From an optimization exercise on the open Yosys and OpenROAD flow, aimed at small area, a short achievable clock period and few clock cycles; shortcuts taken in it are not production practice.
Only simulation tests tie the RTL to the original design; equivalence was not proved.

==> run a: inputs <==
## izh_neuron_array
module izh_neuron_array #(
   parameter int N           = 16,
   parameter int V_WIDTH     = 20,
   parameter int FR_WIDTH    = 11,
   parameter int DT_SHIFT    = 2,
   parameter int COUNT_WIDTH = 8
) (
   input  logic                      clk,
   input  logic                      reset,
   input  logic                      start,
   input  logic [2*N-1:0]            mode,
   input  logic [N*V_WIDTH-1:0]      synin,
   input  logic [$clog2(N)-1:0]      probe_sel,
   output logic                      busy,
   output logic                      done,
   output logic [N-1:0]              spikes,
   output logic signed [V_WIDTH-1:0] vout,
   output logic signed [V_WIDTH-1:0] uout,
   output logic [COUNT_WIDTH-1:0]    spike_cnt
);
   localparam int H = N / 2;
   localparam logic [19:0] V_RST = 20'hDF800;    
   localparam logic [19:0] U_RST = 20'hF97E6;    
   localparam logic [24:0] Z_RST = 25'h1F7C96C;  
   localparam logic [20:0] W_RST = 21'h0;
   function automatic logic [19:0] fix_v(input logic [19:0] vr, input logic f, input logic [1:0] m);
      if (!f)          fix_v = vr;
      else if (m == 2'b01) fix_v = 20'hE4800;   
      else if (m == 2'b10) fix_v = 20'hE7000;   
      else             fix_v = 20'hDF800;       
   endfunction
   function automatic logic [7:0] fix_c(input logic [7:0] cr, input logic f);
      fix_c = (f && cr != 8'hFF) ? cr + 8'd1 : cr;
   endfunction
   function automatic logic [19:0] fix_u(input logic [19:0] ur, input logic f, input logic [1:0] m);
      logic [7:0] inc;
      case (m)
         2'b00:   inc = 8'd4;    
         2'b01:   inc = 8'd2;    
         default: inc = 8'd1;    
      endcase
      fix_u = f ? {ur[19:12] + inc, ur[11:0]} : ur;
   endfunction
   logic        par;
   logic        act;
  ...
clock: 21.0 ns
lec_check: 0
cap_margin: 20
core_margin: 2
core_utilization: 50
slew_margin: 20
synth_hierarchical: 1
synth_minimum_keep_size: 0
run.sh (not shown) runs the stock make flow with config.mk's settings and CLKGATE_MAP_FILE= SYNTH_SCRIPT=/design/flow/synth_recipe.tcl, a recipe that flattens the netlist after the stock synthesis.
==> run b (differences from run a) <==
CTS_CLUSTER_DIAMETER = 100   (was not set)
CTS_CLUSTER_SIZE = 30   (was not set)
==> run c (differences from run a) <==
CAP_MARGIN = 40   (was 20)
SLEW_MARGIN = 50   (was 20)
==> flow_summary.yaml <==
run_status:
  status: "timing/DRC/antenna clean"
detailed_routing:
  dr_total_vias: 152100
  dr.pass1.iters: 8
  routedWlPerCell_um: 28.26
  totalWireLength_mm: 727.4
placed_design:
  dp_cells: 25360
clock_network:
  htree_levels: 4
layout:
  multi_input_area_um2: 164500
  nonClkBufAreaFrac: 0.03167
  fillCellCount: 36150
worst_setup_path:
  worstPathArrival_ps: 3260
  rrSetupSlack_ps: 14120
global_routing:
  antenna_found_initial: 73
  grt_max_degree: 152
sta:
  period_minus_slack_ps: 7465
[end of results for run a]
==> flow_summary.yaml <==
layout:
  nonClkBufAreaFrac: 0.03278
  multi_input_area_um2: 165400
  fillCellCount: 36030
global_routing:
  grt_max_degree: 132
detailed_routing:
  routedWlPerCell_um: 28.20
  totalWireLength_mm: 726.7
  dr.pass1.iters: 6
worst_setup_path:
  worstPathArrival_ps: 3260
sta:
  period_minus_slack_ps: 7461
run_status:
  status: "timing/DRC/antenna clean"
[end of results for run c]
==> flow_summary.yaml <==
run_status:
  status: "timing/DRC/antenna clean"
worst_setup_path:
  worstPathArrival_ps: 3350
  rrSetupSlack_ps: 14100
clock_network:
  htree_levels: 3
detailed_routing:
  totalWireLength_mm: 724.0
  dr.pass1.iters: 6
  routedWlPerCell_um: 28.28
  dr_total_vias: 151100
global_routing:
  grt_max_degree: 152
  antenna_found_initial: 72
layout:
  fillCellCount: 36340
sta:
  period_minus_slack_ps: 7550
placed_design:
  dp_cells: 25360
[end of results for run b]
Testbench counts of run a, summed over its fixed seeds: cycles 32,000.
Testbench counts of run b, summed over its fixed seeds: cycles 32,000.
Testbench counts of run c, summed over its fixed seeds: cycles 32,000.

## re-timing with driven ports
In the flow no input, the clock included, has a driving cell. The finished layouts below were timed again as built, in two steps. Step 1: set_driving_cell puts a clkbuf_16 on clk and a buf_2 on each other input, an assumption about the parent block. Step 2, shift: input delay + t, output delay - t, t = (earliest + latest rising clock arrival at the registers) / 2. This alone moves slack from input paths to output paths. a / b / c = ideal / step 1 / step 2; a / b = the first two.
run	t (ns)	setup slack, ns	hold slack, ns	worst setup path after step 2	worst data-port slew with drivers (ns)
run a	1.058	13.535 / 13.426 / 12.618	0.366 / 0.366 / 0.366	input to register	0.16
run b	1.070	13.450 / 13.331 / 12.581	0.366 / 0.366 / 0.366	input to register	0.16
run c	1.065	13.539 / 13.418 / 13.188	0.368 / 0.368 / 0.368	input to register	0.17
After both steps every run listed still meets setup and hold. For run a, which loses most, drivers alone change the setup slack by -0.109 ns; drivers and shift together by -0.917 ns.
